What follows belongs to an exercise in optimizing a design on an open flow for a short achievable clock period and few clock cycles; a production flow would make more cautious choices.
The RTL was checked by simulation tests, not by an equivalence proof against the original design.
Power figures rest on the tool's default switching activity, not on a simulated workload.

<file path="flow/config.mk">
export PLATFORM = sky130hd
export DESIGN_NAME = cpu18_top
export DESIGN_NICKNAME = cpu18_top
export VERILOG_FILES = /design/flow/design.v
export SDC_FILE = /design/flow/constraint.sdc
export NUM_CORES = 4
export LEC_CHECK = 0
export ABC_CLOCK_PERIOD_IN_PS = 3000
export CAP_MARGIN = 40
export CORE_MARGIN = 2
export CORE_UTILIZATION = 30
export SLEW_MARGIN = 30
</file>
<file path="flow/constraint.sdc">
create_clock -name core_clock -period 10.0 [get_ports {clk}]
set_input_delay 2.0000 -clock core_clock [delete_from_list [all_inputs] [get_ports {clk}]]
set_output_delay 2.0000 -clock core_clock [all_outputs]
set_load 0.01 [all_outputs]
</file>
<file path="flow/standard.sh">
#!/bin/bash
# synth_recipe.tcl (not shown) runs the flow's synth.tcl, then flattens the netlist and writes it again
# the make line also repeats each setting of config.mk as NAME=value (left out here)
make -C /OpenROAD-flow-scripts/flow DESIGN_CONFIG=/design/flow/config.mk WORK_HOME=/design/flow/orfs CLKGATE_MAP_FILE= SYNTH_SCRIPT=/design/flow/synth_recipe.tcl "${@:-finish}"
</file>
<file path="flow/flow/run.sh">
#!/bin/bash
# Standard ORFS layout, with timing repair aimed past the clock period:
# repair_timing works until every path has SETUP_SLACK_MARGIN of slack.
set -euo pipefail
bash standard.sh SETUP_SLACK_MARGIN=6.5 finish > standard.log 2>&1
</file>
<file path="flow/design.v">
package cpu18_pkg;
	localparam int ADDR_W = 16;
	localparam int DATA_W = 8;
	localparam int NUM_REGS = 16;
	localparam int RAM_SIZE = 256;
	localparam logic [ADDR_W-1:0] RAM_BASE = 16'h8000;
	localparam logic [ADDR_W-1:0] OUT_PORT_ADDR = 16'hFFF0;
	typedef enum logic [3:0] {
		IDL_LDN = 4'h0,  
		INC = 4'h1,
		DEC = 4'h2,
		BRANCH = 4'h3,   
		LDA = 4'h4,
		STR = 4'h5,
		GROUP7 = 4'h7,   
		GLO = 4'h8,
		GHI = 4'h9,
		PLO = 4'hA,
		PHI = 4'hB,
		SEP = 4'hD,
		SEX = 4'hE,
		GROUP_F = 4'hF
	} opcode_t;
	typedef enum logic [2:0] {
		LDX = 3'd0,      
		OR = 3'd1,
		AND = 3'd2,
		XOR = 3'd3,
		ADD = 3'd4,
		SD = 3'd5,
		SHIFT = 3'd6,    
		SM = 3'd7
	} alu_op_t;
	typedef enum logic [2:0] {
		FETCH,
		DECODE,
		MEM_WAIT,
		FINISH,
		IDLE
	} seq_state_t;
	typedef struct packed {
		logic [ADDR_W-1:0] addr;
		logic [DATA_W-1:0] wdata;
		logic write;
	} bus_req_t;
	typedef struct packed {
		logic [ADDR_W-2:0] addr;
	} rom_req_t;
endpackage
`timescale 1ns/1ps
module cpu18_top (
	input logic clk,
	input logic rst_n,
	output cpu18_pkg::rom_req_t rom_req,
	output logic rom_req_valid,
	input logic rom_req_ready,
	input logic [cpu18_pkg::DATA_W-1:0] rom_data,
	input logic rom_data_valid,
	output logic rom_data_ready,
	output logic [cpu18_pkg::DATA_W-1:0] out_data,
	output logic out_valid,
	input logic out_ready,
	output logic q,
	output logic idle
);
	localparam int QN = 8;    
	logic [15:0] regs [16];
	logic [15:0] pc;          
	logic [3:0] p;
	logic [3:0] x;
	logic [7:0] d;
	logic df;
	logic qf;
	logic [7:0] ram [256];
	logic [7:0] qb [QN];
	logic [3:0] qcnt;
	logic [15:0] fpc;         
	logic [2:0] ocnt;         
	logic [2:0] skip;         
	logic halted;
	logic dreq_v;             
	logic [14:0] dreq_a;
	logic dwait;              
	logic [2:0] dcnt;         
	logic ibv;                
	logic [7:0] ib;
	localparam int LB = 4;            
	localparam int LN = 1 << LB;
	localparam int TB = 13 - LB;      
	logic [31:0] ic_d [LN];
	logic [TB-1:0] ic_t [LN];
	logic [3:0] ic_v [LN];
	logic [15:0] aaddr;       
	logic [2:0] lcnt;         
	logic spec;               
	typedef enum logic [2:0] {PH_EXEC, PH_MEM, PH_ROMWAIT, PH_DONE, PH_PFIX} ph_t;
	ph_t ph;
	logic [15:0] maddr;       
	logic [7:0] mrd;          
	logic [7:0] ram_rd;       
	logic pre_v;              
	logic in_mem;             
	logic sb_v;
	logic [15:0] sb_a;
	logic [7:0] sb_d;
	logic sb_q;
	logic sb_ram, sb_out, sb_hold;
	logic ans;
	logic ans_data;           
	logic ans_drop;
	logic ans_enq;
	logic rq_v;               
	logic [14:0] rq_a;
	logic rq_dat;             
	logic slot_free;          
	logic ld_data;
	logic ld_inst;
	logic accept;
	logic int_fetch;          
	logic enq;
	logic [7:0] enq_byte;
	logic [2:0] ocnt_nx;
	logic ov0, ov1;
	logic [8:0] od0, od1;
	logic [7:0] h0, h1;
	logic [3:0] hi, n;
	logic is2;
	logic have;
	logic [15:0] pc1, pc2;
	assign h0 = qb[0];
	assign h1 = qb[1];
	assign hi = h0[7:4];
	assign n = h0[3:0];
	assign is2 = (hi == 4'h3) || (hi == 4'hF && h0[3] && h0[2:0] != 3'd6);
	assign have = (qcnt != 4'd0) && (!is2 || qcnt >= 4'd2);
	assign pc1 = pc + 16'd1;
	assign pc2 = pc + 16'd2;
	logic is_memrd, is_str, is_fmem;
	assign is_fmem = (hi == 4'hF) && !h0[3] && (h0[2:0] != 3'd6);
	assign is_memrd = (hi == 4'h0 && n != 4'h0) || (hi == 4'h4) || is_fmem;
	assign is_str = (hi == 4'h5);
	logic uses_rp;
	always_comb begin
		case (hi)
			4'h0: uses_rp = (n != 4'h0) && (n == p);
			4'h1, 4'h2, 4'h4, 4'h5, 4'h8, 4'h9, 4'hA, 4'hB: uses_rp = (n == p);
			4'hF: uses_rp = is_fmem && (x == p);
			default: uses_rp = 1'b0;
		endcase
	end
	logic [15:0] rn_val, rx_val, rm_val, rn_inc;
	assign rn_val = regs[n];
	assign rx_val = regs[x];
	assign rm_val = (hi == 4'hF) ? rx_val : rn_val;
	assign rn_inc = rn_val + 16'd1;
	logic [15:0] bt, bt1;
	assign bt = {pc2[15:8], h1};
	assign bt1 = {pc2[15:8] + {7'd0, h1 == 8'hFF}, h1 + 8'd1};
	logic m_rom, m_ram, m_out;
	assign m_rom = !maddr[15];
	assign m_ram = (maddr[15:8] == 8'h80);
	assign m_out = (maddr == 16'hFFF0);
	logic [7:0] opnd;
	logic [7:0] alu_d;
	logic alu_df;
	logic [8:0] sum, dbd, ddb;
	assign opnd = (ph == PH_DONE) ? mrd : h1;
	assign sum = {1'b0, d} + {1'b0, opnd};
	assign dbd = {1'b0, opnd} - {1'b0, d};
	assign ddb = {1'b0, d} - {1'b0, opnd};
	always_comb begin
		alu_d = d;
		alu_df = df;
		case (h0[2:0])
			3'd0: alu_d = opnd;
			3'd1: alu_d = d | opnd;
			3'd2: alu_d = d & opnd;
			3'd3: alu_d = d ^ opnd;
			3'd4: begin alu_d = sum[7:0]; alu_df = sum[8]; end
			3'd5: begin alu_d = dbd[7:0]; alu_df = ~dbd[8]; end
			3'd6: begin
				if (h0[3]) begin alu_d = {d[6:0], 1'b0}; alu_df = d[7]; end
				else begin alu_d = {1'b0, d[7:1]}; alu_df = d[0]; end
			end
			default: begin alu_d = ddb[7:0]; alu_df = ~ddb[8]; end
		endcase
	end
	logic cond_raw, taken;
	always_comb begin
		case (n[2:0])
			3'd0: cond_raw = 1'b1;
			3'd1: cond_raw = qf;
			3'd2: cond_raw = (d == 8'h00);
			3'd3: cond_raw = df;
			default: cond_raw = 1'b0;
		endcase
	end
	assign taken = cond_raw ^ n[3];
	logic consume;            
	logic [1:0] clen;         
	logic redirect;           
	logic fastr;              
	logic [15:0] npc;         
	logic wen;
	logic [3:0] wsel;
	logic [15:0] wdata;
	logic d_we;
	logic [7:0] d_nx;
	logic df_we;
	logic st_go;
	logic exec_idl;
	logic go_mem;
	logic p_we;
	logic x_we;
	logic q_we;
	logic ld_done;
	logic [2:0] ph_nx;
	always_comb begin
		consume = 1'b0;
		clen = 2'd1;
		redirect = 1'b0;
		fastr = 1'b0;
		npc = pc1;
		wen = 1'b0;
		wsel = n;
		wdata = rn_inc;
		d_we = 1'b0;
		d_nx = alu_d;
		df_we = 1'b0;
		st_go = 1'b0;
		exec_idl = 1'b0;
		go_mem = 1'b0;
		p_we = 1'b0;
		x_we = 1'b0;
		q_we = 1'b0;
		ld_done = 1'b0;
		ph_nx = ph;
		if (in_mem) begin
			ph_nx = PH_DONE;
			if (m_rom) begin
				ph_nx = PH_ROMWAIT;
			end else if (!is_fmem) begin
				ph_nx = PH_EXEC;
				ld_done = 1'b1;
			end
		end else case (ph)
			PH_EXEC, PH_PFIX: if (have && !halted) begin
				if (uses_rp && ph == PH_EXEC) begin
					wen = 1'b1;
					wsel = p;
					wdata = pc1;
					ph_nx = PH_PFIX;
				end else if (is_str) begin
					if (!sb_hold) begin
						consume = 1'b1;
						st_go = 1'b1;
						ph_nx = PH_EXEC;
						if (pc[15] || fpc[15]) redirect = 1'b1;
					end
				end else if (is_memrd) begin
					go_mem = 1'b1;
					ph_nx = PH_MEM;
				end else begin
					consume = 1'b1;
					ph_nx = PH_EXEC;
					case (hi)
						4'h0: begin    
							consume = 1'b0;
							exec_idl = 1'b1;
						end
						4'h1: begin
							wen = 1'b1;
							wdata = rn_inc;
						end
						4'h2: begin
							wen = 1'b1;
							wdata = rn_val - 16'd1;
						end
						4'h3: begin
							clen = 2'd2;
							npc = pc2;
							if (taken && h1 != pc2[7:0]) begin
								redirect = 1'b1;
								fastr = 1'b1;
								npc = bt;
							end
						end
						4'h7: q_we = (n == 4'hA) || (n == 4'hB);
						4'h8: begin d_we = 1'b1; d_nx = rn_val[7:0]; end
						4'h9: begin d_we = 1'b1; d_nx = rn_val[15:8]; end
						4'hA: begin
							wen = 1'b1;
							wdata = {rn_val[15:8], d};
						end
						4'hB: begin
							wen = 1'b1;
							wdata = {d, rn_val[7:0]};
						end
						4'hD: if (n != p) begin
							wen = 1'b1;
							wsel = p;
							wdata = pc1;
							p_we = 1'b1;
							redirect = 1'b1;
							fastr = 1'b1;
							npc = rn_val;
						end
						4'hE: x_we = 1'b1;
						4'hF: begin    
							d_we = 1'b1;
							df_we = 1'b1;
							if (h0[2:0] != 3'd6) begin
								clen = 2'd2;
								npc = pc2;
							end
						end
						default: ;
					endcase
					if (ph == PH_PFIX && hi != 4'hD && hi != 4'h3 && hi != 4'hF && wen) begin
						redirect = 1'b1;
						npc = wdata;
					end
				end
			end
			PH_ROMWAIT: if (ans_data) ph_nx = PH_DONE;
			PH_DONE: begin
				ph_nx = PH_EXEC;
				ld_done = 1'b1;
			end
			default: ph_nx = PH_EXEC;
		endcase
		if (ld_done) begin
			consume = 1'b1;
			d_we = 1'b1;
			d_nx = is_fmem ? alu_d : in_mem ? (m_ram ? ram_rd : 8'h00) : mrd;
			df_we = is_fmem;
			if (hi == 4'h4) begin    
				wen = 1'b1;
				wdata = maddr + 16'd1;
				if (n == p) begin
					redirect = 1'b1;
					npc = wdata;
				end
			end
		end
	end
	logic [7:0] nxo;
	logic [3:0] nx_sel;
	logic [15:0] pre_val;
	logic pre_ok;
	assign nxo = is2 ? qb[2] : qb[1];
	assign nx_sel = (nxo[7:4] == 4'hF) ? x : nxo[3:0];
	assign pre_val = regs[nx_sel];
	assign pre_ok = consume && !redirect && (qcnt > (is2 ? 4'd2 : 4'd1)) &&
		!(wen && wsel == nx_sel) && !x_we && !p_we && (nx_sel != p);
	assign in_mem = (ph == PH_MEM) || (ph == PH_EXEC && pre_v && is_memrd && !halted && !sb_v);
	always_ff @(posedge clk) begin
		if (!rst_n) pre_v <= 1'b0;
		else pre_v <= pre_ok;
	end
	assign rom_data_ready = 1'b1;
	assign ans = rom_data_valid;
	assign ans_data = ans && dwait && (dcnt == 3'd0);
	assign ans_drop = ans && !ans_data && (skip != 3'd0);
	assign ans_enq = ans && !ans_data && (skip == 3'd0);
	assign rom_req_valid = rq_v;
	assign rom_req.addr = rq_a;
	assign accept = rq_v && rom_req_ready;
	assign slot_free = !rq_v || rom_req_ready;
	logic rom_ld;             
	assign rom_ld = in_mem && m_rom;
	assign ld_data = slot_free && (dreq_v || rom_ld);
	logic [15:0] la;
	logic [LB-1:0] ll;
	logic tmatch;
	logic [3:0] lv;
	logic [31:0] ld;
	logic [1:0] lo1;
	logic hit0, hit1;
	logic [7:0] cb0, cb1;
	logic c_take;             
	logic c_two;              
	logic [15:0] la_nx;
	logic [15:0] la1, la2;
	assign la = fpc;
	assign la1 = fpc + 16'd1;
	assign la2 = fpc + 16'd2;
	assign ll = la[LB+1:2];
	assign tmatch = !la[15] && (ic_t[ll] == la[14:LB+2]);
	assign lv = ic_v[ll];
	assign ld = ic_d[ll];
	assign lo1 = la[1:0] + 2'd1;
	assign hit0 = tmatch && lv[la[1:0]];
	assign hit1 = tmatch && (la[1:0] != 2'd3) && lv[lo1];
	assign cb0 = ld[8 * la[1:0] +: 8];
	assign cb1 = ld[8 * lo1 +: 8];
	assign c_take = hit0 && (spec || lcnt == 3'd0) && !halted && !exec_idl && !ibv &&
		(qcnt < 4'(QN));
	assign c_two = c_take && hit1 && (qcnt < 4'(QN - 1));
	assign la_nx = c_two ? la2 : la1;
	logic [LB-1:0] bl;
	logic btmatch;
	logic [3:0] bv;
	logic [31:0] bd;
	logic [1:0] bo1;
	logic bhit0, bhit1;
	logic bhit;               
	logic [7:0] cbb0, cbb1;
	assign bl = bt[LB+1:2];
	assign btmatch = !bt[15] && (ic_t[bl] == bt[14:LB+2]);
	assign bv = ic_v[bl];
	assign bd = ic_d[bl];
	assign bo1 = bt[1:0] + 2'd1;
	assign bhit0 = btmatch && bv[bt[1:0]];
	assign bhit1 = btmatch && (bt[1:0] != 2'd3) && bv[bo1];
	assign cbb0 = bd[8 * bt[1:0] +: 8];
	assign cbb1 = bd[8 * bo1 +: 8];
	assign bhit = redirect && fastr && (hi == 4'h3) && bhit0;
	assign ld_inst = slot_free && !dreq_v && !rom_ld && !halted && !exec_idl && !fpc[15] && !c_take &&
		!(spec && la1[15]) &&
		({1'b0, qcnt} + {2'b00, ocnt} < 5'(QN - 1));
	assign int_fetch = !halted && fpc[15] && (ocnt == 3'd0) && !rq_v && (qcnt + {3'b000, ibv} < 4'(QN)) && !sb_v;
	assign ram_rd = ram[maddr[7:0]];
	assign enq = ibv || ans_enq || c_take;
	assign enq_byte = ibv ? ib : c_take ? cb0 : rom_data;
	assign ocnt_nx = ocnt + {2'b00, accept} - {2'b00, ans};
	logic push;
	logic ram_we;
	assign sb_ram = (sb_a[15:8] == 8'h80);
	assign sb_out = (sb_a == 16'hFFF0);
	assign sb_hold = sb_v && sb_out && ov1;    
	assign push = sb_v && sb_out && !ov1;
	assign ram_we = sb_v && sb_ram;
	always_ff @(posedge clk) begin
		if (!rst_n) begin
			sb_v <= 1'b0;
		end else begin
			sb_v <= st_go || sb_hold;
		end
		if (st_go) begin
			sb_a <= rm_val;
			sb_d <= d;
			sb_q <= qf;
		end
	end
	logic pop;
	assign pop = ov0 && out_ready;
	assign out_valid = ov0;
	assign out_data = od0[7:0];
	assign q = ov0 ? od0[8] : qf;
	always_ff @(posedge clk) begin
		if (!rst_n) begin
			ov0 <= 1'b0;
			ov1 <= 1'b0;
		end else begin
			if (pop) begin
				ov0 <= ov1 || push;
				ov1 <= ov1 && push;
				if (ov1) od0 <= od1;
				else if (push) od0 <= {sb_q, sb_d};
				if (ov1 && push) od1 <= {sb_q, sb_d};
			end else if (push) begin
				if (!ov0) begin
					ov0 <= 1'b1;
					od0 <= {sb_q, sb_d};
				end else begin
					ov1 <= 1'b1;
					od1 <= {sb_q, sb_d};
				end
			end
		end
	end
	logic [3:0] qcnt_sh;      
	logic [7:0] qb_nx [QN];
	assign qcnt_sh = qcnt - (consume ? {2'b00, clen} : 4'd0);
	logic [3:0] qcnt_nx;
	logic [3:0] qc_m2, qc_m1, qc_p1, qc_p2;
	assign qc_m2 = qcnt - 4'd2;
	assign qc_m1 = qcnt - 4'd1;
	assign qc_p1 = qcnt + 4'd1;
	assign qc_p2 = qcnt + 4'd2;
	always_comb begin
		logic [3:0] c0, c1, c2;    
		if (!consume) begin
			c0 = qcnt; c1 = qc_p1; c2 = qc_p2;
		end else if (clen == 2'd1) begin
			c0 = qc_m1; c1 = qcnt; c2 = qc_p1;
		end else begin
			c0 = qc_m2; c1 = qc_m1; c2 = qcnt;
		end
		qcnt_nx = c_two ? c2 : enq ? c1 : c0;
	end
	always_comb begin
		for (int i = 0; i < QN; i++) begin
			if (!consume) qb_nx[i] = qb[i];
			else if (clen == 2'd1) qb_nx[i] = (i + 1 < QN) ? qb[(i + 1) % QN] : 8'h00;
			else qb_nx[i] = (i + 2 < QN) ? qb[(i + 2) % QN] : 8'h00;
			if (enq && (!consume ? (qcnt == 4'(i)) :
					(clen == 2'd1) ? (qcnt == 4'(i + 1)) : (qcnt == 4'(i + 2))))
				qb_nx[i] = enq_byte;
			if (c_two && (!consume ? (qcnt == 4'(i - 1)) :
					(clen == 2'd1) ? (qcnt == 4'(i)) : (qcnt == 4'(i + 1))))
				qb_nx[i] = cb1;
			if (bhit && i == 0) qb_nx[i] = cbb0;
			if (bhit && i == 1) qb_nx[i] = cbb1;
		end
	end
	always_ff @(posedge clk) begin
		if (!rst_n) begin
			pc <= '0;
			p <= '0;
			x <= '0;
			d <= '0;
			df <= 1'b0;
			qf <= 1'b0;
			ph <= PH_EXEC;
			halted <= 1'b0;
			idle <= 1'b0;
			fpc <= 16'd1;
			qcnt <= '0;
			ocnt <= '0;
			skip <= '0;
			dreq_v <= 1'b0;
			rq_v <= 1'b1;    
			rq_a <= '0;
			rq_dat <= 1'b0;
			for (int i = 0; i < LN; i++) ic_v[i] <= '0;
			lcnt <= 3'd1;
			spec <= 1'b0;
			aaddr <= '0;
			dwait <= 1'b0;
			dcnt <= '0;
			ibv <= 1'b0;
		end else begin
			if (d_we) d <= d_nx;
			if (df_we) df <= alu_df;
			if (q_we) qf <= n[0];
			if (p_we) p <= n;
			if (x_we) x <= n;
			if (exec_idl) halted <= 1'b1;
			if ((halted || exec_idl) && !sb_v && !ov1 && (!ov0 || out_ready)) idle <= 1'b1;
			ph <= ph_t'(ph_nx);
			if (consume) pc <= npc;
			if (rom_ld) begin
				dreq_v <= !slot_free;
				dreq_a <= maddr[14:0];
			end else if (ld_data) begin
				dreq_v <= 1'b0;
			end
			if (accept && rq_dat) begin
				dwait <= 1'b1;
				dcnt <= ocnt - {2'b00, ans};
			end else if (ans_data) begin
				dwait <= 1'b0;
			end else if (dwait && ans) begin
				dcnt <= dcnt - 3'd1;
			end
			ocnt <= ocnt_nx;
			if (ans_enq) begin
				if (ic_t[aaddr[LB+1:2]] == aaddr[14:LB+2]) begin
					ic_v[aaddr[LB+1:2]][aaddr[1:0]] <= 1'b1;
				end else begin
					ic_t[aaddr[LB+1:2]] <= aaddr[14:LB+2];
					ic_v[aaddr[LB+1:2]] <= 4'b0001 << aaddr[1:0];
				end
				ic_d[aaddr[LB+1:2]][8 * aaddr[1:0] +: 8] <= rom_data;
			end
			spec <= 1'b0;
			if (redirect && fastr) begin
				rq_v <= !npc[15];
				rq_a <= npc[14:0];
				rq_dat <= 1'b0;
				spec <= !npc[15];
				lcnt <= {2'b00, !npc[15]};
				aaddr <= npc;
				fpc <= npc;
				qcnt <= '0;
				skip <= ocnt_nx;
				ibv <= 1'b0;
				if (bhit) begin
					rq_v <= 1'b0;
					spec <= 1'b0;
					lcnt <= '0;
					fpc <= bhit1 ? bt + 16'd2 : bt1;
					qcnt <= bhit1 ? 4'd2 : 4'd1;
				end
			end else if (redirect) begin
				rq_v <= 1'b0;
				lcnt <= '0;
				fpc <= npc;
				qcnt <= '0;
				skip <= ocnt_nx;
				ibv <= 1'b0;
			end else begin
				lcnt <= lcnt + {2'b00, ld_inst} - {2'b00, ans_enq} - {2'b00, spec && c_take};
				if (ans_enq) aaddr <= aaddr + 16'd1;
				else if (ld_inst && lcnt == 3'd0) aaddr <= fpc;
				if (c_take) fpc <= la_nx;
				else if (spec) fpc <= ld_inst ? la2 : la1;    
				else if (ld_inst || int_fetch) fpc <= la1;
				if (spec && c_take) begin
					if (!accept) rq_v <= 1'b0;
				end
				if (ld_data) begin
					rq_v <= 1'b1;
					rq_a <= dreq_v ? dreq_a : maddr[14:0];
					rq_dat <= 1'b1;
				end else if (ld_inst) begin
					rq_v <= 1'b1;
					rq_a <= spec ? la1[14:0] : fpc[14:0];
					rq_dat <= 1'b0;
				end else if (slot_free || exec_idl) begin
					rq_v <= 1'b0;
				end
				ibv <= int_fetch;
				qcnt <= qcnt_nx;
				skip <= skip - {2'b00, ans_drop} + {2'b00, spec && c_take && accept};
			end
		end
	end
	always_ff @(posedge clk) begin
		for (int i = 0; i < QN; i++) qb[i] <= qb_nx[i];
		if (go_mem) maddr <= rm_val;
		else if (pre_ok) maddr <= pre_val;
		if (ans_data) mrd <= rom_data;
		else if (in_mem) mrd <= m_ram ? ram_rd : 8'h00;
		if (int_fetch) ib <= (fpc[15:8] == 8'h80) ? ram[fpc[7:0]] : 8'h00;
		if (ram_we) ram[sb_a[7:0]] <= sb_d;
		if (wen) regs[wsel] <= wdata;
	end
endmodule
</file>
==> qor.txt, run 1 <==
Status - complete, no violations
Hold Startpoint - sb_q
Cell area after synthesis - 167500 µm²
Clock skew - 0.1616 ns
Final worst path period share - 43.35%
GRT Overall Usage - 20.45%
Syn Inst Count - 9795
Wire length per cell - 32.71 µm
Yosys cell types - 112
Total Nets Final - 10.71k
Post-synth top flop - edfxtp_1
Layout cell share with drive strength beyond 1 - 44.10%
Max stage delay on crit path - 0.58 ns
Number of global-route vias before repair - 104.9k
Vias - 109.5k
Final core occ - 37.48%
CTS tree - yes
Starting Density - 30.10%
Worst-path maximum fanout - 8
Req. time, crit path - 10.82 ns
Number of synthesized flops with an enable pin - 3170
Ys async rst share - 0%
Syn nets - 9886
Buf+Inv Stages, Crit Path - 5
Crit path launch type - register
Worst-Skew Late Latency - 1.06 ns
Port Buffers - 39
Minimum clock period - 4.335 ns
Antenna Nets Post-Route - 0
Height of the die - 751.2 µm
Worst setup EP type - register
# setup viols final - 0
Final wirelength - 601.2 mm
Via density per instance - 5.955
Ys Warns - 3
Drc violations - 0
First-pass GRT wire length - 827.9 mm
Kind of critical path - register to register
Pleak - 66.19 nW
Worst hold path class - register to register
Largest net degree at the start of global routing - 202
Clk sink count - 3317
Avg Cell Area, Syn - 17.10 µm²
Num ports - 41
Layout area overhead - 24.49%
CTS H-tree lvls - 5
Slowest CP cell - mux4_2
Synth Register Bits - 3317
# rows - 274
Maximum operating frequency - 230.7 MHz
Final Hold Fails - 0
WP data arrival - 5.16 ns
RSZ-0062 raised after global routing - true
Hpwl dp - 359.3 mm
Placer Congestion - 0.9249
Bufs on Longest Clock Path - 4
Setup TNS - 0 ns
Worst-path clk slew - 0.06 ns
Critical Path, Cell by Cell - buf_8 > mux4_2 > mux4_2 > inv_4 > ha_4 > and4_4 > o211ai_4 > buf_6 > or4_4 > o211ai_1 > o21ai_1 > or4_1 > o21ai_2 > a211oi_2 > a21oi_4 > buf_6 > buf_12
Core ar. - 556400 µm²
1st-iter DRT viols - 16.88k
Die Area - 564300 µm²
Register area share after synthesis - 58.59%
Drt pass-1 iters - 10
Pwr Density - 315.1 nW/µm²
Slew Limit Fails - 0
Worst-margin pin slew - 1.385 ns
Total CTS buffers - 361
Delay-heaviest family, CP - simple AND/OR/NAND/NOR gates
Slew Limit Headroom - 7.323%
Initial antenna violation count - 30
Die Span X - 751.2 µm
Global route overflow - 0
Peak VDD IR - 0.2455 mV
Max_cap viols - 0
Root Driver - clkbuf_16
==> cell families after synthesis <==
group,synth area share (%)
DFF,58.59
muxes,28.21
and+or+nand+nor,4.974
AOI/OAI and AO/OA,4.561
buffers and inverters,2.145
xor gates and xnor gates,0.9023
adders and majority gates,0.6140
other,0.002239
==> stage by stage <==
step / setup WS [ns] / cells / area [µm²] / power, mW / hold WS (ns)
finish: 5.665 / 18382 / 208500 / 65.70 / 0.4584
global route: 5.585 / 18371 / 208500 / 67.20 / 0.4770
CTS: 5.748 / 18163 / 204500 / 63.54 / 0.4554
detailed placement: 4.244 / 16853 / 179300 / 43.54 / 0.4423
global placement: 4.234 / 16720 / 177900 / 43.29 / 0.4522
floorplan: 5.672 / 9795 / 169600 / 34.68 / 0.4204
==> synth_stat cells, types with 93 or more instances <==
library cell | number | area, µm²
a21oi_1 | 265 | 1326
buf_1 | 162 | 608.1
buf_2 | 105 | 525.5
clkbuf_1 | 499 | 1873
dfxtp_1 | 147 | 2943
edfxtp_1 | 3170 | 95190
mux2i_1 | 346 | 3463
mux4_2 | 1905 | 42900
nand2_1 | 486 | 1824
nand3_1 | 112 | 560.5
nor2_1 | 789 | 2962
nor3_1 | 93 | 465.5
o21ai_0 | 284 | 1421
xnor2_1 | 102 | 893.4
==> path summary, 6_finish.rpt <==
check | endpoint | slack, ns | depth (start not counted)
hold reg to reg | od1[8] | 0.46 | 0
hold / removal | od1[8] | 0.46 | 0
setup reg to reg | regs[9][12] | 5.67 | 17
setup / recovery | regs[9][12] | 5.67 | 17
==> power breakdown <==
part / total (mW) / internal [mW] / switching (mW)
combinational: 34.4 / 15.4 / 19.0
sequential: 17.9 / 17.1 / 0.835
clock: 13.4 / 7.56 / 5.85
==> what timing repair did <==
action                     in CTS  in global routing
hold buffers                    0                  0
buffers inserted              523                154
setup endpoints to repair    3238               1742
gates cloned                  125                 17
gates resized for setup      1380                431
pin swaps                     249                205
==> registers in the layout, indices dropped and copies added, names as in the netlist, 9 cells and up, named ones only <==
name    count
rq_a       15
maddr      16
ic_v       64
dreq_a     15
pc         16
ic_t      144
regs      256
od1         9
ic_d      512
aaddr      15
fpc        16
ram      2048
qb         64
od0         9
sb_a       16
==> metal layers <==
layer  GRT usage, %  share of wire [%]  vias up
li1               -                  -    42774
met1          27.16                 37    57899
met2          31.89                 46     7264
met3          4.880                 11     1503
met4          9.238                5.6       18
met5              0              0.025        -
==> final cells by class <==
cell class                 count  area (µm²)
sequential                  3317       98300
clock buffer                 449        9646
antenna                       13       32.53
tap                         7452        9324
fill                       50404      347900
clock inverter               213        1962
multi-input combinational   5619       72220
timing repair buffer        1239       16710
inverter                      80       340.3
==> cells in the final DEF (no fill, tap or decap), types with 70 or more instances in the layout <==
| cell | Yosys | layout |
|---|---|---|
| a21oi_1 | 265 | 166 |
| a21oi_2 | 2 | 79 |
| buf_12 | 1 | 207 |
| buf_16 | 0 | 132 |
| buf_4 | 23 | 590 |
| buf_6 | 7 | 179 |
| clkbuf_1 | 499 | 70 |
| clkbuf_16 | 0 | 383 |
| clkinv_1 | 2 | 81 |
| dfxtp_1 | 147 | 80 |
| edfxtp_1 | 3170 | 3170 |
| mux2i_1 | 346 | 311 |
| mux4_2 | 1905 | 1905 |
| nand2_1 | 486 | 410 |
| nand3_1 | 112 | 79 |
| nor2_1 | 789 | 435 |
| nor2_2 | 0 | 179 |
| nor2_4 | 0 | 176 |
| nor3_1 | 93 | 72 |
| o21ai_0 | 284 | 178 |
| o22ai_1 | 79 | 74 |
| xnor2_1 | 102 | 82 |
Testbench counts, summed over its fixed seeds: cycles 81,498.
==> run 2: changes to the inputs <==
--- a/flow/design.v
+++ b/flow/design.v
@@ -99,6 +99,7 @@
 	logic [7:0] mrd;          
 	logic [7:0] ram_rd;       
 	logic pre_v;              
+	logic rfix;               
 	logic in_mem;             
 	logic sb_v;
 	logic [15:0] sb_a;
@@ -255,7 +256,12 @@
 						consume = 1'b1;
 						st_go = 1'b1;
 						ph_nx = PH_EXEC;
-						if (pc[15] || fpc[15]) redirect = 1'b1;
+						if (pc[15] || fpc[15]) begin
+							redirect = 1'b1;
+							wen = 1'b1;
+							wsel = p;
+							wdata = pc1;
+						end
 					end
 				end else if (is_memrd) begin
 					go_mem = 1'b1;
@@ -318,7 +324,6 @@
 					endcase
 					if (ph == PH_PFIX && hi != 4'hD && hi != 4'h3 && hi != 4'hF && wen) begin
 						redirect = 1'b1;
-						npc = wdata;
 					end
 				end
 			end
@@ -339,7 +344,6 @@
 				wdata = maddr + 16'd1;
 				if (n == p) begin
 					redirect = 1'b1;
-					npc = wdata;
 				end
 			end
 		end
@@ -394,7 +398,7 @@
 	assign hit1 = tmatch && (la[1:0] != 2'd3) && lv[lo1];
 	assign cb0 = ld[8 * la[1:0] +: 8];
 	assign cb1 = ld[8 * lo1 +: 8];
-	assign c_take = hit0 && (spec || lcnt == 3'd0) && !halted && !exec_idl && !ibv &&
+	assign c_take = hit0 && (spec || lcnt == 3'd0) && !halted && !exec_idl && !ibv && !rfix &&
 		(qcnt < 4'(QN));
 	assign c_two = c_take && hit1 && (qcnt < 4'(QN - 1));
 	assign la_nx = c_two ? la2 : la1;
@@ -416,10 +420,10 @@
 	assign cbb0 = bd[8 * bt[1:0] +: 8];
 	assign cbb1 = bd[8 * bo1 +: 8];
 	assign bhit = redirect && fastr && (hi == 4'h3) && bhit0;
-	assign ld_inst = slot_free && !dreq_v && !rom_ld && !halted && !exec_idl && !fpc[15] && !c_take &&
+	assign ld_inst = slot_free && !dreq_v && !rom_ld && !halted && !exec_idl && !fpc[15] && !c_take && !rfix &&
 		!(spec && la1[15]) &&
 		({1'b0, qcnt} + {2'b00, ocnt} < 5'(QN - 1));
-	assign int_fetch = !halted && fpc[15] && (ocnt == 3'd0) && !rq_v && (qcnt + {3'b000, ibv} < 4'(QN)) && !sb_v;
+	assign int_fetch = !halted && !rfix && fpc[15] && (ocnt == 3'd0) && !rq_v && (qcnt + {3'b000, ibv} < 4'(QN)) && !sb_v;
 	assign ram_rd = ram[maddr[7:0]];
 	assign enq = ibv || ans_enq || c_take;
 	assign enq_byte = ibv ? ib : c_take ? cb0 : rom_data;
@@ -531,6 +535,7 @@
 			dwait <= 1'b0;
 			dcnt <= '0;
 			ibv <= 1'b0;
+			rfix <= 1'b0;
 		end else begin
 			if (d_we) d <= d_nx;
 			if (df_we) df <= alu_df;
@@ -541,6 +546,11 @@
 			if ((halted || exec_idl) && !sb_v && !ov1 && (!ov0 || out_ready)) idle <= 1'b1;
 			ph <= ph_t'(ph_nx);
 			if (consume) pc <= npc;
+			rfix <= 1'b0;
+			if (rfix) begin
+				pc <= regs[p];
+				fpc <= regs[p];
+			end
 			if (rom_ld) begin
 				dreq_v <= !slot_free;
 				dreq_a <= maddr[14:0];
@@ -585,9 +595,9 @@
 					qcnt <= bhit1 ? 4'd2 : 4'd1;
 				end
 			end else if (redirect) begin
+				rfix <= 1'b1;
 				rq_v <= 1'b0;
 				lcnt <= '0;
-				fpc <= npc;
 				qcnt <= '0;
 				skip <= ocnt_nx;
 				ibv <= 1'b0;
==> flow/flow/run.sh (replaced) <==
#!/bin/bash
# Standard ORFS layout, with timing repair aimed past the clock period:
# repair_timing works until every path has SETUP_SLACK_MARGIN of slack,
# and may resize cells to any footprint.
set -euo pipefail
bash standard.sh SETUP_SLACK_MARGIN=6.5 MATCH_CELL_FOOTPRINT=0 finish > standard.log 2>&1
==> run 2 against run 1 <==
First-iteration DRC count rose by 4.9%. Total power up 2.5%. Register-to-register slack improved by 0.08 ns. Worst setup slack better by 0.080 ns. Global-route usage rose by 0.70 points. Critical path depth up 1.
==> qor.txt, run 2 <==
Status - complete, no violations
Final Hold Fails - 0 (unchanged)
Top cells by area, synth - edfxtp_1 (56%), mux4_2 (26%), mux2i_1 (2.7%)
Buf+Inv Stages, Crit Path - 7 (+2)
Post-synth top flop - edfxtp_1
Most frequent cell after synthesis - edfxtp_1
Layout area overhead - 24.77%
Top-area cell type share of the netlist area - 56.07% (-0.76 points)
Drt pass-1 iters - 9 (-1)
Largest net degree at the start of global routing - 193 (-4.5%)
Height of the die - 756.3 µm (+0.67%)
Slew Limit Fails - 0 (unchanged)
Bufs on Longest Clock Path - 4 (unchanged)
Drc violations - 0 (unchanged)
Vias - 113.5k (+3.7%)
Power, Total - 67.31 mW (+2.5%)
Max stage delay on crit path - 0.58 ns (about the same)
Register area share after synthesis - 57.81% (-0.77 points)
Worst setup EP type - register
Initial antenna violation count - 25 (-17%)
Placer Congestion - 0.9603 (+3.8%)
Worst-path clk slew - 0.06 ns (about the same)
Number of global-route vias before repair - 108.8k (+3.8%)
Num ports - 41 (unchanged)
Cell area after synthesis - 169800 µm² (+1.4%)
Reg2reg start - fpc[3]
Total Nets Final - 11.08k (+3.5%)
Total CTS buffers - 361 (unchanged)
Synth Register Bits - 3318 (+0.030%)
1st-iter DRT viols - 17.72k (+4.9%)
Wire length per cell - 33.59 µm (+2.7%)
Antenna Nets Post-Route - 0 (unchanged)
Max_cap viols - 0 (unchanged)
RSZ-0062 raised after global routing - true
Layout cell share with drive strength beyond 1 - 43.50% (-0.60 points)
WP data arrival - 5.16 ns (about the same)
Core ar. - 564300 µm² (+1.4%)
Met1 Track Usage GR - 28.00% (+0.84 points)
Minimum clock period - 4.255 ns (-0.08006 ns)
Root Driver - clkbuf_16
Hpwl dp - 367.9 mm (+2.4%)
Grt met2 use - 32.51% (+0.62 points)
Ys async rst share - 0% (unchanged)
Delay-heaviest family, CP - compound AO/OA/AOI/OAI gates
Pwr Density - 317.8 nW/µm² (+0.86%)
Avg Cell Area, Syn - 16.85 µm² (-1.5%)
Syn nets - 10.17k (+2.8%)
Peak VDD IR - 0.2804 mV (+14%)
Met3 usage - 5.210% (+0.33 points)
Global route overflow - 0 (unchanged)
Yosys top cell by area - edfxtp_1
# setup viols final - 0 (unchanged)
CTS tree - yes
Setup ws final - 5.745 ns (+0.08006 ns)
Commonest non-fill, non-tap cell in the layout - edfxtp_1
Slew Limit Headroom - 28.45% (+21 points)
Starting Density - 30.09% (about the same)
Clk sink count - 3318 (+0.030%)
Busiest layer in global routing - met2
GRT Overall Usage - 21.15% (+0.70 points)
Final wirelength - 632.1 mm (+5.1%)
Setup TNS - 0 ns (unchanged)
Worst-path maximum fanout - 5 (-3)
Via density per instance - 6.033 (+1.3%)
Yosys cell types - 101 (-9.8%)
Critical Path, Cell by Cell - buf_12 > mux4_2 > mux4_2 > xor2_2 > a311o_1 > nor4_4 > buf_6 > buf_8 > and4_4 > buf_4 > buf_6 > buf_6 > buf_8 > nor2_4 > a22o_4 > a21oi_4 > o211ai_1 > o221a_2
Hold buffers post-CTS - 0 (unchanged)
Worst-margin pin slew - 1.073 ns (-0.3123 ns)
Worst setup path startpoint - fpc[3]
Slowest CP cell - mux4_2
Ys Warns - 3 (unchanged)
Worst slack at placement - 3.905 ns (-0.3398 ns)
Req. time, crit path - 10.90 ns (+0.08 ns)
Crit. path cell count - 18 (+1)
# rows - 276 (+0.73%)
Worst hold path class - register to register
Commonest non-fill, non-tap cells in the layout - edfxtp_1 (3170), mux4_2 (1928), buf_4 (601), clkbuf_16 (472), nor2_1 (471)
Kind of critical path - register to register
Cell repeated most along the worst path - buf_6
Maximum operating frequency - 235.0 MHz (+1.9%)
Pleak - 66.95 nW (+1.1%)
Commonest cells post-synth - edfxtp_1 (3170), mux4_2 (1926), nor2_1 (780)
Worst-Skew Late Latency - 1.01 ns (-0.05 ns)
Clock skew - 0.09835 ns (-0.06330 ns)
Die Span X - 756.3 µm (+0.67%)
Crit path launch type - register
CP endpoint - qcnt[1]
Number of synthesized flops with an enable pin - 3170 (unchanged)
Worst r2r path cells - 18 (+1)
Max reg flops - 2048 (unchanged)
CTS H-tree lvls - 5 (unchanged)
R2r setup slk - 5.75 ns (+0.08 ns)
Fillers - 51.49k (+2.1%)
Final worst path period share - 42.55% (-0.80 points)
Worst flop-to-flop path endpoint - qcnt[1]
Syn Inst Count - 10.08k (+2.9%)
Die Area - 572000 µm² (+1.3%)
Port Buffers - 39 (unchanged)
First-pass GRT wire length - 865.2 mm (+4.5%)
[run 2: final cells by class]
| cell class | instances | area (µm²) | area share, % |
|---|---|---|---|
| diodes | 16 | 40.04 | 0.01890 |
| flip-flops and latches | 3318 | 98320 | 46.42 |
| clock inverters | 210 | 2123 | 1.002 |
| multi-input cells | 5841 | 74180 | 35.02 |
| repair inverters | 2 | 17.52 | 0.008270 |
| clock buffers | 460 | 9688 | 4.574 |
| inverters | 108 | 534.3 | 0.2522 |
| repair buffers | 1356 | 17530 | 8.276 |
| well taps | 7506 | 9392 | 4.434 |
[run 2: timing repair]
item,in CTS,in global routing
buffers inserted,515,249
pin swaps,232,263
gates resized for setup,1231,506
gates cloned,138,17
setup endpoints to repair,3175,1886
[run 2: worst register-to-register path, delay by kind of cell (launching register included)]
family,cells,cell delay (ns)
simple gates,3,0.49
flops,1,0.36
buf+inv,7,0.78
compound gates,5,1.25
mux,2,1.09
xor+xnor,1,0.19
[run 2: cells by family after synthesis]
group	synth area share, %
flops	57.81
other cells	0.002209
xor+xnor	0.9802
mux	28.75
compound gates	4.784
fa+ha+maj	0.6058
simple gates	4.809
buf+inv	2.257
[run 2: metal layers]
layer  share of wire, %  wire, µm
met1                 37    231800
met2                 45    285100
met3                 12     75630
met4                6.2     39500
met5              0.019       118
[run 2: worst min path at each step]
stage / from / to / cells past startpoint
3_5_place_dp: sb_q / od1[8] / 0
4_1_cts: sb_q / od1[8] / 0
2_1_floorplan: sb_q / od1[8] / 0
5_1_grt: sb_q / od1[8] / 0
6_report: sb_q / od1[8] / 0
3_3_place_gp: sb_q / od1[8] / 0
[run 2: metrics by stage]
stage	instances	utilization (%)	instance area, µm²	hold WS [ns]
3_3_place_gp	17035	31.94	180300	0.4346
5_1_grt	18807	37.54	211800	0.4868
6_report	18817	37.54	211800	0.4687
4_1_cts	18485	36.56	206300	0.4627
3_5_place_dp	17162	32.23	181800	0.4359
2_1_floorplan	10075	-	172100	0.4204
[run 2: power by group]
part / total, mW / switching [mW] / internal, mW
clock: 13.6 / 5.84 / 7.73
combinational: 36.0 / 20.3 / 15.7
sequential: 17.7 / 0.841 / 16.9
Testbench counts of run 2, summed over its fixed seeds: cycles 81,498.
==> run 3: changes to the inputs <==
--- a/flow/design.v
+++ b/flow/design.v
@@ -451,7 +451,16 @@
 	assign pop = ov0 && out_ready;
 	assign out_valid = ov0;
 	assign out_data = od0[7:0];
-	assign q = ov0 ? od0[8] : qf;
+	logic q_r;
+	logic ov0_n, od0q_n, qf_n;
+	assign q = q_r;
+	assign ov0_n = pop ? (ov1 || push) : (ov0 || push);
+	assign od0q_n = pop ? (ov1 ? od1[8] : push ? sb_q : od0[8]) : ((!ov0 && push) ? sb_q : od0[8]);
+	assign qf_n = q_we ? n[0] : qf;
+	always_ff @(posedge clk) begin
+		if (!rst_n) q_r <= 1'b0;
+		else q_r <= ov0_n ? od0q_n : qf_n;
+	end
 	always_ff @(posedge clk) begin
 		if (!rst_n) begin
 			ov0 <= 1'b0;
@@ -509,6 +518,12 @@
 			if (bhit && i == 1) qb_nx[i] = cbb1;
 		end
 	end
+	logic [2:0] lc_0, lc_up, lc_dn, sk_0, sk_up;
+	assign lc_0 = ans_enq ? lcnt - 3'd1 : lcnt;
+	assign lc_up = ans_enq ? lcnt : lcnt + 3'd1;
+	assign lc_dn = ans_enq ? lcnt - 3'd2 : lcnt - 3'd1;
+	assign sk_0 = ans_drop ? skip - 3'd1 : skip;
+	assign sk_up = ans_drop ? skip : skip + 3'd1;
 	always_ff @(posedge clk) begin
 		if (!rst_n) begin
 			pc <= '0;
@@ -602,7 +617,7 @@
 				skip <= ocnt_nx;
 				ibv <= 1'b0;
 			end else begin
-				lcnt <= lcnt + {2'b00, ld_inst} - {2'b00, ans_enq} - {2'b00, spec && c_take};
+				lcnt <= ld_inst ? lc_up : (spec && c_take) ? lc_dn : lc_0;
 				if (ans_enq) aaddr <= aaddr + 16'd1;
 				else if (ld_inst && lcnt == 3'd0) aaddr <= fpc;
 				if (c_take) fpc <= la_nx;
@@ -624,7 +639,7 @@
 				end
 				ibv <= int_fetch;
 				qcnt <= qcnt_nx;
-				skip <= skip - {2'b00, ans_drop} + {2'b00, spec && c_take && accept};
+				skip <= (spec && c_take && accept) ? sk_up : sk_0;
 			end
 		end
 	end
==> run 3 against run 2 <==
Via count rose by 2.8%. Register-to-register slack improved by 0.16 ns. Total power is 2.8% higher. Critical path depth decreased by 9. Worst setup slack improved by 0.16 ns. Synthesized cell count rose by 2.5%. Sequential power increased by 3%. Critical path type unchanged. Clock power about the same. Combinational power rose by 4%. First-iteration DRC count is 4.4% higher. Final cell count grew 1.7%.
==> qor.txt, run 3 <==
Kind of critical path - register to register
Worst-Skew Late Latency - 1.05 ns (+0.04 ns)
Worst slack at placement - 3.719 ns (-0.1854 ns)
Yosys cell types - 117 (+16%)
CP endpoint - d[7]
# rows - 277 (+0.36%)
Root Driver - clkbuf_16
Layout Cells excl Fill - 19.14k (+1.7%)
Total Nets Final - 11.39k (+2.8%)
Fin Hold WS - 0.4566 ns (-0.01208 ns)
Req. time, crit path - 10.81 ns (-0.09 ns)
Commonest non-fill, non-tap cell in the layout - edfxtp_1
Layout cell share with drive strength beyond 1 - 43.05% (-0.45 points)
Cell repeated most along the worst path - mux4_2
Ys Warns - 3 (unchanged)
WP data arrival - 4.90 ns (-0.26 ns)
Slowest CP cell - mux4_2
Slew Limit Fails - 0 (unchanged)
Fillers - 51.59k (+0.20%)
Syn nets - 10.41k (+2.4%)
Hpwl dp - 368.9 mm (+0.27%)
Max reg flops - 2048 (unchanged)
Critical Path, Cell by Cell - buf_16 > buf_12 > clkbuf_16 > mux4_2 > mux4_2 > mux4_2 > mux4_2 > a22oi_2 > a2111oi_1
Worst r2r path cells - 9 (-9)
Global route overflow - 0 (unchanged)
Antenna Nets Post-Route - 0 (unchanged)
Clock skew - 0.1005 ns (+0.002136 ns)
Setup ws final - 5.903 ns (+0.1575 ns)
1st-iter DRT viols - 18.51k (+4.4%)
Slew Limit Headroom - 29.14% (+0.69 points)
CTS tree - yes
Drc violations - 0 (unchanged)
Die Span X - 758.3 µm (+0.27%)
Top-area cell type share of the netlist area - 55.77% (-0.30 points)
Worst setup EP type - register
Worst hold path class - register to register
Post-synth top flop - edfxtp_1
Dpl cells - 17.41k (+1.4%)
Pwr Density - 324.3 nW/µm² (+2.1%)
Peak VDD IR - 0.2513 mV (-10%)
Wire length per cell - 33.72 µm (+0.37%)
Hold buffers post-CTS - 0 (unchanged)
Ys async rst share - 0% (unchanged)
Drt pass-1 iters - 10 (+1)
CTS H-tree lvls - 5 (unchanged)
GRT Overall Usage - 21.46% (+0.31 points)
Worst-margin pin slew - 1.063 ns (-0.01032 ns)
Via density per instance - 6.095 (+1.0%)
Cell area after synthesis - 170700 µm² (+0.54%)
Register area share after synthesis - 57.51% (-0.30 points)
Worst flop-to-flop path endpoint - d[7]
Vias - 116.7k (+2.8%)
Final core occ - 37.54% (about the same)
Crit. path cell count - 9 (-9)
Max stage delay on crit path - 0.67 ns (+0.09 ns)
Clk sink count - 3319 (+0.030%)
Initial antenna violation count - 34 (+36%)
Setup TNS - 0 ns (unchanged)
R2r setup slk - 5.90 ns (+0.16 ns)
Yosys top cell by area - edfxtp_1
Hold Startpoint - df
Total area of sequential cells - 98360 µm² (about the same)
Height of the die - 758.3 µm (+0.27%)
Maximum operating frequency - 244.1 MHz (+3.8%)
Largest net degree at the start of global routing - 227 (+18%)
Top cells by area, synth - edfxtp_1 (56%), mux4_2 (25%), mux2i_1 (2.9%)
Num ports - 41 (unchanged)
Number of global-route vias before repair - 110.4k (+1.5%)
Worst-path maximum fanout - 7 (+2)
Commonest cells post-synth - edfxtp_1 (3170), mux4_2 (1866), nor2_1 (781)
Core ar. - 568000 µm² (+0.67%)
Crit path launch type - register
Status - complete, no violations
Final wirelength - 645.4 mm (+2.1%)
Multi-input gate area - 75070 µm² (+1.2%)
Delay-heaviest family, CP - multiplexers
Cell Area, Placed - 181900 µm² (about the same)
Synth Register Bits - 3319 (+0.030%)
Bufs on Longest Clock Path - 4 (unchanged)
Buf+Inv Stages, Crit Path - 3 (-4)
Final Hold Fails - 0 (unchanged)
Syn Inst Count - 10.32k (+2.5%)
Post-route cell area - 213300 µm² (+0.67%)
Most frequent cell after synthesis - edfxtp_1
Power, Total - 69.16 mW (+2.8%)
Commonest non-fill, non-tap cells in the layout - edfxtp_1 (3170), mux4_2 (1866), buf_4 (686), clkbuf_16 (493), nor2_1 (489)
First-pass GRT wire length - 879.9 mm (+1.7%)
Pleak - 68.19 nW (+1.8%)
# setup viols final - 0 (unchanged)
Starting Density - 30.05% (-0.038 points)
Die Area - 575000 µm² (+0.54%)
Final worst path period share - 40.97% (-1.6 points)
Placer Congestion - 0.9330 (-2.8%)
RSZ-0062 raised after global routing - true
Minimum clock period - 4.097 ns (-0.1575 ns)
Layout area overhead - 24.93%
Worst-path clk slew - 0.06 ns (about the same)
Max_cap viols - 0 (unchanged)
Number of synthesized flops with an enable pin - 3170 (unchanged)
Avg Cell Area, Syn - 16.53 µm² (-1.9%)
Port Buffers - 39 (unchanged)
Total CTS buffers - 361 (unchanged)
-- run 3: cell count changes in the layout (fill, tap and decap cells not counted), sizes merged, moves of 29 or more --
cell / change
o22ai: +38
a211oi: -29
nand2: +36
mux2i: +40
mux4: -62
buf: +79
o21ai: +46
-- run 3: tightest hold or removal path, cell delays in order, from the launching register on --
cell,delay [ns]
dfxtp_1,0.31
nand2_1,0.05
a21oi_1,0.05
-- run 3: timing repair --
item	in CTS	in global routing
pin swaps	308	240
setup endpoints to repair	1961	1836
buffers inserted	627	195
cloned	161	16
gates resized for setup	1498	550
-- run 3: cell families after synthesis --
logic type	synth area share, %
mux	28.06
fa+ha+maj	0.5761
compound gates	5.297
simple gates	5.183
xor+xnor	0.9008
other cells	0.002197
flops	57.51
buf+inv	2.464
-- run 3: worst min-delay path by stage --
| stage | to | slack (ns) | cells past startpoint |
|---|---|---|---|
| 2_1_floorplan | sb_q | 0.43 | 0 |
| 3_3_place_gp | df | 0.45 | 2 |
| 3_5_place_dp | df | 0.45 | 2 |
| 4_1_cts | od1[8] | 0.45 | 0 |
| 5_1_grt | od1[8] | 0.46 | 0 |
| 6_report | df | 0.46 | 2 |
-- run 3: layout make-up --
type                       count  area share (%)
multi-input combinational   6066           35.20
timing repair inverter         1        0.002347
inverter                      97          0.2018
tap                         7533           4.420
timing repair buffer        1455           8.630
clock buffer                 446           4.459
antenna                       18         0.02112
clock inverter               207          0.9399
sequential                  3319           46.12
-- run 3: power breakdown --
group,switching [mW],internal (mW)
combinational,21.2,16.4
sequential,0.952,17.3
clock,5.92,7.48
-- run 3: per-layer routing --
metal / vias to the layer above / track usage, % / routed length [µm]
met1: 61331 / 28.55 / 237800
li1: 45071 / - / -
met2: 8555 / 32.92 / 288700
met5: - / 0 / 103
met3: 1703 / 5.754 / 82310
met4: 16 / 9.644 / 36550
Testbench counts of run 3, summed over its fixed seeds: cycles 81,498.
==> run 4: changes to the inputs <==
--- a/flow/config.mk
+++ b/flow/config.mk
@@ -8,5 +8,5 @@
 export ABC_CLOCK_PERIOD_IN_PS = 3000
 export CAP_MARGIN = 40
 export CORE_MARGIN = 2
-export CORE_UTILIZATION = 30
+export CORE_UTILIZATION = 25
 export SLEW_MARGIN = 30
==> run 4 against run 3 <==
Core utilization is 5.7 points lower. Die area is 20% higher. Critical path depth is 3 higher. Non-clock buffer count is 144 higher. Clock skew is 0.019 ns lower. Sequential power hardly changed. Routed wire length is 2.9% higher. Synthesized cell count stayed put. Worst hold slack better by 0.0019 ns. Fmax is 2.2% lower. First-iteration DRC count is 0.59% higher. Register-to-register slack worse by 0.09 ns.
==> qor.txt, run 4 <==
Kind of critical path - register to register
Most frequent cell after synthesis - edfxtp_1
# setup viols final - 0 (unchanged)
Cell repeated most along the worst path - mux4_2
Top cells by area, synth - edfxtp_1 (56%), mux4_2 (25%), mux2i_1 (2.9%)
Placer Congestion - 0.9370 (+0.43%)
First-pass GRT wire length - 899.6 mm (+2.2%)
Drc violations - 0 (unchanged)
RSZ-0062 raised after global routing - true
Antenna Nets Post-Route - 0 (unchanged)
Sw power - 28.55 mW (+1.8%)
Wire length per cell - 31.99 µm (-5.1%)
Post-synth top flop - edfxtp_1
Layout area overhead - 27.12%
# rows - 303 (+9.4%)
Max reg flops - 2048 (unchanged)
Final wirelength - 664.0 mm (+2.9%)
Num ports - 41 (unchanged)
Worst slack at placement - 4.165 ns (+0.4460 ns)
Bufs on Longest Clock Path - 4 (unchanged)
Core ar. - 680500 µm² (+20%)
Hpwl dp - 378.6 mm (+2.6%)
Worst hold path class - register to register
Total Nets Final - 11.53k (+1.2%)
Syn Inst Count - 10.32k (unchanged)
Max_cap viols - 0 (unchanged)
Number of synthesized flops with an enable pin - 3170 (unchanged)
Clock skew - 0.08120 ns (-0.01928 ns)
Slowest CP cell - mux4_2
Status - complete, no violations
Starting Density - 25.08% (-5.0 points)
Setup TNS - 0 ns (unchanged)
Max stage delay on crit path - 0.65 ns (-0.02 ns)
Worst-path maximum fanout - 7 (unchanged)
Critical Path, Cell by Cell - buf_16 > buf_12 > buf_16 > buf_6 > clkbuf_16 > buf_6 > mux4_2 > mux4_2 > mux4_2 > mux4_2 > a22oi_2 > a2111oi_2
Pleak - 69.14 nW (+1.4%)
Register area share after synthesis - 57.51% (unchanged)
Minimum clock period - 4.188 ns (+0.09053 ns)
Combinational Power Share - 54.9% (+0.6 points)
Cell Int Power - 41.51 mW (+0.96%)
Drt pass-1 iters - 6 (-4)
Worst-Skew Late Latency - 1.01 ns (-0.04 ns)
Setup ws final - 5.812 ns (-0.09053 ns)
Ys async rst share - 0% (unchanged)
Global route overflow - 0 (unchanged)
Root Driver - clkbuf_16
Yosys top cell by area - edfxtp_1
Crit path launch type - register
Port Buffers - 39 (unchanged)
Maximum operating frequency - 238.8 MHz (-2.2%)
Synth Register Bits - 3319 (unchanged)
Ys Warns - 3 (unchanged)
1st-iter DRT viols - 18.61k (+0.59%)
CTS tree - yes
Layout cell share with drive strength beyond 1 - 43.76% (+0.71 points)
Final worst path period share - 41.88% (+0.91 points)
Worst setup EP type - register
Total CTS buffers - 358 (-0.83%)
Height of the die - 830.3 µm (+9.5%)
Number of global-route vias before repair - 112.3k (+1.7%)
Vias - 118.6k (+1.6%)
Peak VDD IR - 0.2665 mV (+6.1%)
WP data arrival - 5.02 ns (+0.12 ns)
Pwr Density - 322.8 nW/µm² (-0.46%)
Syn nets - 10.41k (unchanged)
Hold buffers post-CTS - 0 (unchanged)
Req. time, crit path - 10.83 ns (+0.02 ns)
Commonest non-fill, non-tap cell in the layout - edfxtp_1
GRT Overall Usage - 18.13% (-3.3 points)
Clk sink count - 3319 (unchanged)
Cell area after synthesis - 170700 µm² (unchanged)
Die Area - 689400 µm² (+20%)
Commonest cells post-synth - edfxtp_1 (3170), mux4_2 (1866), nor2_1 (781)
Slew Limit Fails - 0 (unchanged)
Final Hold Fails - 0 (unchanged)
Slew Limit Headroom - 35.10% (+6.0 points)
Clk pwr share - 19.1% (-0.3 points)
Flop pwr share - 26.0% (-0.3 points)
Via density per instance - 5.713 (-6.3%)
Yosys cell types - 117 (unchanged)
Initial antenna violation count - 46 (+35%)
Top-area cell type share of the netlist area - 55.77% (unchanged)
Switching Share - 40.75% (+0.19 points)
Die Span X - 830.3 µm (+9.5%)
Largest net degree at the start of global routing - 225 (-0.88%)
Worst-path clk slew - 0.06 ns (about the same)
Commonest non-fill, non-tap cells in the layout - edfxtp_1 (3170), mux4_2 (1866), buf_4 (752), clkbuf_16 (508), nor2_1 (472)
Avg Cell Area, Syn - 16.53 µm² (unchanged)
CTS H-tree lvls - 5 (unchanged)
Worst-margin pin slew - 0.9634 ns (-0.09947 ns)
-- run 4: changes by cell type in the layout (fill, tap and decap cells not counted), sizes merged, moves of 3 or more --
cell and delta:
inv -3, buf +105, clkbuf +42, diode +10, clkinv -6
-- run 4: final timing paths --
check	from	end	slack [ns]	cells past startpoint
min	df	df	0.46	2
max reg2reg	register	d[7]	5.81	12
max	register	d[7]	5.81	12
min reg2reg	df	df	0.46	2
-- run 4: repair_timing --
action                     in CTS  in global routing
gates resized for setup      1552                474
hold endpoints to repair        0                  0
setup endpoints to repair    2087               1812
setup buffers                 655                254
cloned                        177                 32
pin swaps                     322                224
-- run 4: cell families (layout without fill, tap and decap cells) --
kind of cell	after synthesis	count (layout)	share of synthesized area, %
AO/OA/AOI/OAI	1404	1415	5.297
XOR/XNOR	170	170	0.9008
adder cells (fa/ha/maj)	75	75	0.5761
buffers and inverters	964	2346	2.464
flip-flops	3319	3319	57.51
multiplexers	2444	2444	28.06
other	1	29	0.002197
AND/OR/NAND/NOR	1947	1962	5.183
-- run 4: power by group through the flow --
stage	clock network, mW	registers (mW)	logic [mW]
after global placement	0	18.6	26.5
after global routing	14.0	18.2	39.2
final	13.4	18.2	38.5
after detailed placement	0	18.6	26.8
after floorplan	0	18.1	17.7
after CTS	13.4	18.1	35.2
-- run 4: cell type report --
cell class                      count  area, µm²
Clock buffer                      449       9405
Fill cell                       64677     463500
Tap cell                         8997      11260
Multi-Input combinational cell   6067      75280
Timing Repair Buffer             1599      20150
Antenna cell                       28      70.07
Inverter                           97      407.9
Sequential cell                  3319      98350
Clock inverter                    201       2076
-- run 4: per-stage QoR --
| stage | hold slack [ns] | area, µm² | std cells | util [%] | power (mW) |
|---|---|---|---|---|---|
| 2_1_floorplan | 0.4288 | 172500 | 10324 | - | 35.83 |
| 4_1_cts | 0.4629 | 211600 | 20394 | 31.09 | 66.76 |
| 3_3_place_gp | 0.4487 | 182400 | 18762 | 26.80 | 45.10 |
| 5_1_grt | 0.4878 | 216900 | 20735 | 31.88 | 71.41 |
| 6_report | 0.4585 | 217000 | 20757 | 31.89 | 70.06 |
| 3_5_place_dp | 0.4552 | 184100 | 18912 | 27.05 | 45.40 |
-- run 4: metal layers --
layer  global-route usage, %  vias up  wire, µm
met4                   9.343       22     42470
met5                       0        -       160
met2                   27.47     9175    293000
met1                   23.79    62046    240100
met3                   4.993     1942     88220
li1                        -    45390         -
-- run 4: critical path: cells and delay by family, from the launching register on --
family | cells | cell delay [ns]
AOI/OAI and AO/OA | 2 | 0.43
buffers and inverters | 6 | 0.81
muxes | 4 | 2.33
DFF | 1 | 0.39

[what the ideal ports hide]
The flow's constraints put no driver on any port. The routed layouts listed below were extracted and timed again, unchanged, in two steps.
Step 1 sets driving cells, clkbuf_16 on the clock port and buf_2 on the other inputs (assumed; they add their load-dependent delay and slew).
Step 2 moves the port delays by t, midway between the first and last clock arrival at a register: inputs arrive t later, outputs are due t later. That takes back most of the time a late clock gives input paths.
Slacks: ideal ports / drivers / drivers and shift; pairs: ideal ports / drivers.
| run | t (ns) | slack for setup (ns) | hold slack, ns | latest minus earliest clock arrival (ns) | cell pins on the clock port's net |
|---|---|---|---|---|---|
| run 1 | 1.084 | 5.665 / 5.665 / 5.312 | 0.458 / 0.458 / 0.458 | 0.188 / 0.188 | 1 |
| run 2 | 1.106 | 5.745 / 5.745 / 5.030 | 0.469 / 0.469 / 0.469 | 0.112 / 0.112 | 1 |
| run 3 | 1.124 | 5.903 / 5.903 / 4.831 | 0.457 / 0.457 / 0.457 | 0.100 / 0.100 | 1 |
| run 4 | 1.102 | 5.812 / 5.812 / 5.370 | 0.458 / 0.458 / 0.458 | 0.095 / 0.095 | 1 |
After both steps every run listed still meets setup and hold. For run 3, which loses most, drivers alone change the setup slack by 0.000 ns; drivers and shift together by -1.072 ns.
